From an optimization exercise on the open Yosys and OpenROAD flow, aimed at small area, a short achievable clock period and few clock cycles per item; shortcuts taken in it are not production practice. The RTL was checked by simulation tests, not by an equivalence proof against the original design. Power is estimated from default activity; no workload was simulated.

// nvme_admin
module nvme_admin (
    input  wire logic         clk,
    input  wire logic         rst_n,
    input  wire logic [251:0] fe_rq,
    output logic      [3:0]   fe_rq_ready,
    output logic      [227:0] fe_cp,
    input  wire logic [3:0]   fe_cp_ready,
    output logic      [125:0] be_rq,
    input  wire logic [1:0]   be_rq_ready,
    input  wire logic [113:0] be_cp,
    output logic      [1:0]   be_cp_ready
);
Size in the first run: roughly 1800 cells after synthesis, about 890 flip-flops, roughly 730 I/O pins, roughly 32000 sq um of cells after synthesis.
export LEC_CHECK = 0
export CAP_MARGIN = 20
export CORE_MARGIN = 2
export CORE_UTILIZATION = 40
export CTS_BUF_LIST = sky130_fd_sc_hd__clkbuf_8
export CTS_CLUSTER_DIAMETER = 60
export CTS_CLUSTER_SIZE = 20
export SETUP_SLACK_MARGIN = 3.0
export SLEW_MARGIN = 20
create_clock -name core_clock -period 5.0 [get_ports {clk}]
standard.sh (not shown) runs the stock make flow with config.mk's settings and CLKGATE_MAP_FILE= SYNTH_SCRIPT=/design/flow/synth_recipe.tcl, a recipe that flattens the netlist after the stock synthesis.
==> flow/flow/run.sh <==
#!/bin/bash
# Standard layout, with plain buf_1 cells as the port buffers.
set -euo pipefail
export BUFFER_PORTS_ARGS="-buffer_cell sky130_fd_sc_hd__buf_1"
bash standard.sh > standard_make.log 2>&1
The first run finished with timing, DRC and antenna clean.
Testbench counts at the start, summed over its fixed seeds: cycles 2,060, items 3,072.
==> next run, changes <==
==> flow/flow/run.sh (replaced) <==
#!/bin/bash
# Standard layout, with plain buf_1 cells as the port buffers and the
# request handshake pins placed together.
set -euo pipefail
export BUFFER_PORTS_ARGS="-buffer_cell sky130_fd_sc_hd__buf_1"
export IO_CONSTRAINTS="$PWD/flow/io.tcl"
bash standard.sh > standard_make.log 2>&1
==> flow/flow/io.tcl (new file) <==
# Keep the request valid bits next to the request ready outputs, which
# depend on them combinationally.
set_io_pin_constraint -pin_names {fe_rq[62] fe_rq[125] fe_rq[188] fe_rq[251] fe_rq_ready[0] fe_rq_ready[1] fe_rq_ready[2] fe_rq_ready[3]} -region left:120-150
Settings changed: CTS_CLUSTER_DIAMETER 60 to 50, CTS_CLUSTER_SIZE 20 to 16, SETUP_SLACK_MARGIN 3.0 to 2.7.
Outcome: Worst setup slack gets better by 0.0098 ns; non-clock buffer count goes down by 16; total power increases by 4.3%; via count stays flat; flip-flop and latch count stays the same; routed wire length is lower by 3.4%; die area does not change; first-iteration DRC count increases by 8.6%; design area goes down by 0.68%; combinational power hardly moves; count of clock-buffer cells in the layout grows by 25.
==> next run, changes <==
Settings changed: SETUP_SLACK_MARGIN 2.7 to 2.5.
Outcome: The new run completed without violations. Synthesized area is unchanged. Combinational power decreases by about 7%. Via count increases by 0.39%. Setup slack gets better by 0.012 ns. Total power hardly moves. Cell count is about the same.
==> next run, changes <==
Settings changed: SETUP_SLACK_MARGIN 2.5 to 2.6.
What happened: Synthesized area is unchanged; via count stays flat; sequential share of layout area came out higher by 0.18 points; flip-flop and latch count does not change.

========
## red
nvme_admin again, from the RTL that the note above started with.
// nvme_admin
module nvme_admin (
    input  wire logic         clk,
    input  wire logic         rst_n,
    input  wire logic [251:0] fe_rq,
    output logic      [3:0]   fe_rq_ready,
    output logic      [227:0] fe_cp,
    input  wire logic [3:0]   fe_cp_ready,
    output logic      [125:0] be_rq,
    input  wire logic [1:0]   be_rq_ready,
    input  wire logic [113:0] be_cp,
    output logic      [1:0]   be_cp_ready
);
export LEC_CHECK = 0
export CAP_MARGIN = 20
export CORE_MARGIN = 2
export CORE_UTILIZATION = 40
export CTS_BUF_LIST = sky130_fd_sc_hd__clkbuf_8
export CTS_CLUSTER_DIAMETER = 50
export CTS_CLUSTER_SIZE = 16
export SETUP_SLACK_MARGIN = 2.3
export SLEW_MARGIN = 20
create_clock -name core_clock -period 5.0 [get_ports {clk}]
==> flow/flow/run.sh <==
#!/bin/bash
# Standard layout, with plain buf_1 cells as the port buffers.
set -euo pipefail
export BUFFER_PORTS_ARGS="-buffer_cell sky130_fd_sc_hd__buf_1"
bash standard.sh > standard_make.log 2>&1
Testbench counts of red, summed over its fixed seeds: cycles 2,060, items 3,072.
The inputs of blue differ from those of red as listed below.
# red
export LEC_CHECK = 0
export CAP_MARGIN = 20
export CORE_MARGIN = 2
export CORE_UTILIZATION = 40
export CTS_BUF_LIST = sky130_fd_sc_hd__clkbuf_8
export CTS_CLUSTER_DIAMETER = 50
export CTS_CLUSTER_SIZE = 16
export SETUP_SLACK_MARGIN = 2.3
export SLEW_MARGIN = 20
create_clock -name core_clock -period 5.0 [get_ports {clk}]
# blue
export LEC_CHECK = 0
export CAP_MARGIN = 20
export CORE_MARGIN = 2
export CORE_UTILIZATION = 40
export CTS_BUF_LIST = sky130_fd_sc_hd__clkbuf_8
export CTS_CLUSTER_DIAMETER = 50
export CTS_CLUSTER_SIZE = 16
export SETUP_SLACK_MARGIN = 3.0
export SLEW_MARGIN = 20
create_clock -name core_clock -period 5.0 [get_ports {clk}]
==> run notes <==
Count of inserted antenna diode cells (lower): blue
As of blue, via count normalized by instance count had risen slightly compared to red.
The lower number of buffer and inverter instances along the worst setup path came out of blue.
Number of cells after detailed placement: red vs blue — no meaningful difference
Compared with red, blue ends up with a larger final cell area.
[compare] base=red new=blue: time the final worst path needs with I/O delays and setup fell 96 ps; maximum clock frequency higher; setup slack picked up an extra 96 ps.
diff inputs: blue => green
# blue
export LEC_CHECK = 0
export CAP_MARGIN = 20
export CORE_MARGIN = 2
export CORE_UTILIZATION = 40
export CTS_BUF_LIST = sky130_fd_sc_hd__clkbuf_8
export CTS_CLUSTER_DIAMETER = 50
export CTS_CLUSTER_SIZE = 16
export SETUP_SLACK_MARGIN = 3.0
export SLEW_MARGIN = 20
create_clock -name core_clock -period 5.0 [get_ports {clk}]
# green
export LEC_CHECK = 0
export CAP_MARGIN = 20
export CORE_MARGIN = 2
export CORE_UTILIZATION = 40
export CTS_BUF_LIST = sky130_fd_sc_hd__clkbuf_8
export CTS_CLUSTER_DIAMETER = 50
export CTS_CLUSTER_SIZE = 16
export SETUP_SLACK_MARGIN = 2.5
export SLEW_MARGIN = 20
create_clock -name core_clock -period 5.0 [get_ports {clk}]
Results
The part of the power in the clock network in green was higher than what blue gave. The count of multi-input combinational gates reported for green is smaller than that of blue by 6. From blue to green the numbers moved as follows: post-detailed-placement cell area now smaller; detailed route wirelength on metal2 has decreased; sequential share of layout area went up by 1.9 points. green vs blue — clock-cell share of area rose 0.25 points. On mean instance size in the synthesized netlist, blue and green are neck and neck. Global-route usage for green is lower than for blue. Going from blue to green, worst setup timing slack at the placement stage grows by 340 ps. Share of the cycle needed by the critical path after routing was lower in the run labelled green. Compared with blue, green shows post-detailed-routing wire length that has gone down by a few percent.
--- input diff green..orange ---
# green
export LEC_CHECK = 0
export CAP_MARGIN = 20
export CORE_MARGIN = 2
export CORE_UTILIZATION = 40
export CTS_BUF_LIST = sky130_fd_sc_hd__clkbuf_8
export CTS_CLUSTER_DIAMETER = 50
export CTS_CLUSTER_SIZE = 16
export SETUP_SLACK_MARGIN = 2.5
export SLEW_MARGIN = 20
create_clock -name core_clock -period 5.0 [get_ports {clk}]
# orange
export LEC_CHECK = 0
export CAP_MARGIN = 20
export CORE_MARGIN = 2
export CORE_UTILIZATION = 40
export CTS_BUF_LIST = sky130_fd_sc_hd__clkbuf_8
export CTS_CLUSTER_DIAMETER = 50
export CTS_CLUSTER_SIZE = 16
export SETUP_SLACK_MARGIN = 2.7
export SLEW_MARGIN = 20
create_clock -name core_clock -period 5.0 [get_ports {clk}]
[summary]
orange against green: total internal power was more or less identical, global-route met2 utilization went down by 0.68 points, via count was more or less identical.
Delta (orange minus green): worst path setup slack after routing lost 28 ps, pin count of the biggest net entering global routing decreased 16%.
Sequential share of cell area: green and orange compared, higher one is green
Relative slew slack: orange > green
Routability congestion estimate for orange: about 2.3% up relative to green
Row number of global-route vias before repair: orange higher / green lower

========
nvme_admin again, from the RTL that the note above started with.
==> flow/design.v (excerpt) <==
module nvme_admin (
    input  wire logic         clk,
    input  wire logic         rst_n,
    input  wire logic [251:0] fe_rq,
    output logic      [3:0]   fe_rq_ready,
    output logic      [227:0] fe_cp,
    input  wire logic [3:0]   fe_cp_ready,
    output logic      [125:0] be_rq,
    input  wire logic [1:0]   be_rq_ready,
    input  wire logic [113:0] be_cp,
    output logic      [1:0]   be_cp_ready
);
export LEC_CHECK = 0
export CAP_MARGIN = 20
export CORE_MARGIN = 2
export CORE_UTILIZATION = 40
export CTS_BUF_LIST = sky130_fd_sc_hd__clkbuf_8 sky130_fd_sc_hd__clkbuf_16
export CTS_CLUSTER_DIAMETER = 70
export CTS_CLUSTER_SIZE = 30
export SETUP_SLACK_MARGIN = 3.2
export SLEW_MARGIN = 20
create_clock -name core_clock -period 5.0 [get_ports {clk}]
Scripts as last shown in full above: flow/flow/run.sh
The first run passed the timing, DRC and antenna checks.
Testbench counts at the start, summed over its fixed seeds: cycles 2,060, items 3,072.
Next try:
==> flow/flow/run.sh (replaced) <==
#!/bin/bash
# Standard layout, with plain buf_1 cells as the port buffers and the
# request handshake pins placed together.
set -euo pipefail
export BUFFER_PORTS_ARGS="-buffer_cell sky130_fd_sc_hd__buf_1"
export IO_CONSTRAINTS="$PWD/flow/io.tcl"
bash standard.sh > standard_make.log 2>&1
==> flow/flow/io.tcl (new file) <==
# Keep the request valid bits next to the request ready outputs, which
# depend on them combinationally.
set_io_pin_constraint -pin_names {fe_rq[62] fe_rq[125] fe_rq[188] fe_rq[251] fe_rq_ready[0] fe_rq_ready[1] fe_rq_ready[2] fe_rq_ready[3]} -region left:120-150
CTS_BUF_LIST = sky130_fd_sc_hd__clkbuf_8   (was sky130_fd_sc_hd__clkbuf_8 sky130_fd_sc_hd__clkbuf_16)
CTS_CLUSTER_DIAMETER = 55   (was 70)
CTS_CLUSTER_SIZE = 18   (was 30)
SETUP_SLACK_MARGIN = 2.5   (was 3.2)
=> Cell count falls by 1.5%. Via count decreases by about 3%. Critical path depth stays the same. Clock skew went down by 0.010 ns. Combinational power shrinks by about 18%. Worst setup slack is better by 0.023 ns. Routed wire length fell by 8.4%. Design area drops by about 7%. First-iteration DRC count is lower by about 2.8%. Total power goes down by about 4%. Synthesized area is unchanged.
Next try:
==> flow/flow/run.sh (replaced) <==
#!/bin/bash
# Standard layout, with plain buf_1 cells as the port buffers.
set -euo pipefail
export BUFFER_PORTS_ARGS="-buffer_cell sky130_fd_sc_hd__buf_1"
bash standard.sh > standard_make.log 2>&1
CTS_BUF_LIST = sky130_fd_sc_hd__clkbuf_8 sky130_fd_sc_hd__clkbuf_16   (was sky130_fd_sc_hd__clkbuf_8)
CTS_CLUSTER_DIAMETER = 70   (was 55)
CTS_CLUSTER_SIZE = 30   (was 18)
SETUP_SLACK_MARGIN = 3.0   (was 2.5)
removed: flow/flow/io.tcl
The new run finished with timing, DRC and antenna clean.
Non-clock buffer count grows by 31.
Worst setup slack gets worse by 0.021 ns.
Global-route usage shrinks by 0.17 points.
Routed wire length grows by 3.0%.
Core utilization grows by 2.1 points.
Register-to-register slack gets better by 0.23 ns.
Clock power grows by 6.8%.

========
nvme_admin, a different RTL version from the one above (not shown whole).
Size in the first run: roughly 900 flip-flops.
Settings: LEC_CHECK=0, CAP_MARGIN=20, CORE_MARGIN=2, CORE_UTILIZATION=40, CTS_BUF_LIST=sky130_fd_sc_hd__clkbuf_4 sky130_fd_sc_hd__clkbuf_8, SETUP_SLACK_MARGIN=3.0, SLEW_MARGIN=20; clock period 5.0 ns.
==> flow/flow/run.sh <==
#!/bin/bash
# Standard layout, with plain buf_1 cells as the port buffers.
set -euo pipefail
export BUFFER_PORTS_ARGS="-buffer_cell sky130_fd_sc_hd__buf_1"
bash standard.sh > standard_make.log 2>&1
The starting point produced a clean layout.
Testbench counts at the start, summed over its fixed seeds: cycles 2,060, items 3,072.
Rerun with:
--- a/flow/config.mk
+++ b/flow/config.mk
@@ -9,5 +9,4 @@
 export CORE_MARGIN = 2
 export CORE_UTILIZATION = 40
-export CTS_BUF_LIST = sky130_fd_sc_hd__clkbuf_4 sky130_fd_sc_hd__clkbuf_8
 export SETUP_SLACK_MARGIN = 3.0
 export SLEW_MARGIN = 20
Area after synthesis stays the same.
Wire length grows slightly.
Die area stays the same.
Synthesized cell count is unchanged.
Total power grows by a few percent.
Rerun with:
--- a/flow/config.mk
+++ b/flow/config.mk
@@ -6,7 +6,11 @@
 export NUM_CORES = 4
 export LEC_CHECK = 0
+export ABC_CLOCK_PERIOD_IN_PS = 1000
 export CAP_MARGIN = 20
 export CORE_MARGIN = 2
 export CORE_UTILIZATION = 40
+export CTS_BUF_LIST = sky130_fd_sc_hd__clkbuf_8 sky130_fd_sc_hd__clkbuf_16
+export CTS_CLUSTER_DIAMETER = 70
+export CTS_CLUSTER_SIZE = 30
 export SETUP_SLACK_MARGIN = 3.0
 export SLEW_MARGIN = 20
Hold slack is about the same.
Non-clock buffer count came out higher by 10.
Utilization came out lower by 1.3 points.
Sequential power barely changes.
Power came out lower by 11%.
Rerun with:
--- a/flow/config.mk
+++ b/flow/config.mk
@@ -6,5 +6,5 @@
 export NUM_CORES = 4
 export LEC_CHECK = 0
-export ABC_CLOCK_PERIOD_IN_PS = 1000
+export ABC_AREA = 1
 export CAP_MARGIN = 20
 export CORE_MARGIN = 2
What happened: Count of clock-buffer cells in the layout stays the same. Total power grows by 15%. Design area grows by 0.88%.
Rerun with:
--- a/flow/config.mk
+++ b/flow/config.mk
@@ -6,11 +6,10 @@
 export NUM_CORES = 4
 export LEC_CHECK = 0
-export ABC_AREA = 1
 export CAP_MARGIN = 20
 export CORE_MARGIN = 2
 export CORE_UTILIZATION = 40
 export CTS_BUF_LIST = sky130_fd_sc_hd__clkbuf_8 sky130_fd_sc_hd__clkbuf_16
-export CTS_CLUSTER_DIAMETER = 70
-export CTS_CLUSTER_SIZE = 30
+export CTS_CLUSTER_DIAMETER = 60
+export CTS_CLUSTER_SIZE = 24
 export SETUP_SLACK_MARGIN = 3.0
 export SLEW_MARGIN = 20
Utilization goes up by 0.90 points.
Maximum frequency goes up by about 0.4%.
Cell count goes down by 11%.
Power goes down by about 10%.
Synthesized cell count goes down by 19%.
Via count goes down by about 4.7%.

========
== run A ==
Another version of the RTL of nvme_admin (not shown whole).
Size: about 890 flip-flops, ~730 I/O pins.
==> flow/config.mk <==
export PLATFORM = sky130hd
export DESIGN_NAME = nvme_admin
export DESIGN_NICKNAME = nvme_admin
export VERILOG_FILES = /design/flow/design.v
export SDC_FILE = /design/flow/constraint.sdc
export NUM_CORES = 4
export LEC_CHECK = 0
export CAP_MARGIN = 20
export CORE_MARGIN = 2
export CORE_UTILIZATION = 40
export CTS_BUF_LIST = sky130_fd_sc_hd__clkbuf_8
export CTS_CLUSTER_DIAMETER = 55
export CTS_CLUSTER_SIZE = 18
export SETUP_SLACK_MARGIN = 2.7
export SLEW_MARGIN = 20
==> flow/constraint.sdc <==
create_clock -name core_clock -period 5.0 [get_ports {clk}]
set_input_delay 1.0000 -clock core_clock [delete_from_list [all_inputs] [get_ports {clk}]]
set_output_delay 1.0000 -clock core_clock [all_outputs]
set_load 0.01 [all_outputs]
==> flow/flow/run.sh <==
#!/bin/bash
# Standard layout, with plain buf_1 cells as the port buffers and the
# request handshake pins placed together.
set -euo pipefail
export BUFFER_PORTS_ARGS="-buffer_cell sky130_fd_sc_hd__buf_1"
export IO_CONSTRAINTS="$PWD/flow/io.tcl"
bash standard.sh > standard_make.log 2>&1
==> flow/flow/io.tcl <==
# Keep the request valid bits next to the request ready outputs, which
# depend on them combinationally.
set_io_pin_constraint -pin_names {fe_rq[62] fe_rq[125] fe_rq[188] fe_rq[251] fe_rq_ready[0] fe_rq_ready[1] fe_rq_ready[2] fe_rq_ready[3]} -region left:120-150
Testbench counts of run A, summed over its fixed seeds: cycles 2,060, items 3,072.
The inputs of run B differ from those of run A as listed below.
- swapping 2.7 for 2.4 in SETUP_SLACK_MARGIN
- swapping 40 for 33 in CORE_UTILIZATION
### Flow results
Run A closes out successfully: all stages finished, all timing, DRC and antenna checks passed. Run B went all the way through synthesis, placement and routing and the layout is clean on timing, DRC and antenna. Actual transition at the worst max-transition pin: run B > run A. Between run B and run A, the number of nets in the final layout figures differ only marginally. Synthesis-to-layout area growth for run B: 1.3 points down relative to run A. Of the two candidates, run A has the better total power and run B the worse one. Run B vs run A — global-route usage dropped 2.3 points. The final reports for run B and run A show portion of the layout cell area used by non-clock buffers lower in the former. Diff run A -> run B: proportion of cell area occupied by registers up 0.78 points, final wirelength up 5.6%.
[inputs] run C vs run B
- CORE_UTILIZATION: 33 -> 40
Results
From run B to run C the numbers moved as follows: share of total power consumed by net switching saw an increase; core utilization grew by 7.4 points; setup slack picked up an extra 42 ps; sequential portion of the cell area rose 1.1 points; top achievable clock speed moved up.
Diff run B -> run C: global-route usage over all layers went up; non-clock buffer count went down.
Number of cells in the finished layout apart from fillers was lower in the run labelled run C.
Compared with run B, run C shows combinational fraction of design power lower by 0.2 points.
Critical path depth came out exactly the same in run B and run C.
Input-level comparison between run D and run C:
- swapping 2.4 for 2.3 in SETUP_SLACK_MARGIN
### Flow results
From run C to run D the numbers moved as follows: via count of the first global-routing pass now sits higher, wire length on met3 now sits higher, area added between synthesis and finish has increased.
Between run C and run D, the hold slack is lower for run C.
From run C to run D the numbers moved as follows: clock skew increased 17 ps, part of the cycle the worst path needs grew by 1.6 points.
Relative to run C, number of clock buffers in the layout has gone down in run D.
#### Input delta (run E over run D)
- SETUP_SLACK_MARGIN now 2.5, was 2.3
### Flow results
- [diff] final area, run E relative to run D: regression
- Vias after detailed routing: run E vs run D up 182
- Wire length grows by a few percent when moving from run D to run E.
- Per the comparison of run E with run D, number of nets at the end of the flow flat, power dissipated in combinational cells up about 6%.

## separate check: timing with driven ports
No port has a modelled driver above. Below, the same layouts with a new extraction and two added sets of constraints. Step 1 sets driving cells, clkbuf_16 on the clock port and buf_2 on the other inputs (assumed; they add their load-dependent delay and slew). Step 2 times the ports against the registers' clock, not the clock port: input delays grow and output delays shrink by t, the midpoint of the rising clock arrivals with the driver on. Three values: ideal, step 1, step 2; two values: the first two.
run | t, ns | setup WS [ns] | hold WS [ns] | worst setup path at the end
the first run of note 1 | 0.734 | 2.405 / 2.282 / 2.137 | 0.402 / 0.402 / 0.402 | input to register
the second run of note 1 | 0.717 | 2.414 / 2.370 / 1.898 | 0.399 / 0.399 / 0.399 | input to register
the third run of note 1 | 0.720 | 2.426 / 2.341 / 1.856 | 0.412 / 0.412 / 0.412 | input to register
the fourth run of note 1 | 0.725 | 2.347 / 2.271 / 1.956 | 0.405 / 0.405 / 0.405 | input to register
red | 0.754 | 2.301 / 2.275 / 1.740 | 0.387 / 0.387 / 0.387 | input to register
blue | 0.741 | 2.397 / 2.286 / 2.215 | 0.392 / 0.392 / 0.392 | input to register
green | 0.717 | 2.410 / 2.276 / 1.879 | 0.404 / 0.404 / 0.404 | input to register
orange | 0.720 | 2.382 / 2.280 / 1.960 | 0.393 / 0.393 / 0.393 | input to register
the first run of note 3 | 0.659 | 2.404 / 2.338 / 2.202 | 0.392 / 0.392 / 0.392 | input to register
the second run of note 3 | 0.716 | 2.426 / 2.345 / 1.855 | 0.415 / 0.415 / 0.415 | input to register
the third run of note 3 | 0.651 | 2.406 / 2.291 / 2.103 | 0.418 / 0.418 / 0.418 | input to register
the first run of note 4 | 0.829 | 2.433 / 2.280 / 2.013 | 0.469 / 0.469 / 0.469 | input to register
the second run of note 4 | 0.686 | 2.415 / 2.306 / 1.941 | 0.471 / 0.471 / 0.471 | input to register
the third run of note 4 | 0.676 | 2.421 / 2.298 / 1.963 | 0.474 / 0.474 / 0.474 | input to register
the fourth run of note 4 | 0.676 | 2.403 / 2.313 / 2.313 | 0.496 / 0.496 / 0.496 | input to output
the fifth run of note 4 | 0.700 | 2.414 / 2.276 / 1.808 | 0.471 / 0.471 / 0.471 | input to register
run A | 0.732 | 2.389 / 2.316 / 1.936 | 0.413 / 0.413 / 0.413 | input to register
run B | 0.745 | 2.358 / 2.252 / 1.793 | 0.393 / 0.393 / 0.393 | input to register
run C | 0.722 | 2.401 / 2.305 / 1.800 | 0.373 / 0.373 / 0.373 | input to register
run D | 0.728 | 2.323 / 2.263 / 1.737 | 0.404 / 0.404 / 0.404 | input to register
run E | 0.748 | 2.393 / 2.318 / 1.774 | 0.399 / 0.399 / 0.399 | input to register
After both steps setup and hold are still met in every run listed. The setup slack of run E, which loses most, moves by -0.075 ns with the drivers and by -0.619 ns with both steps.
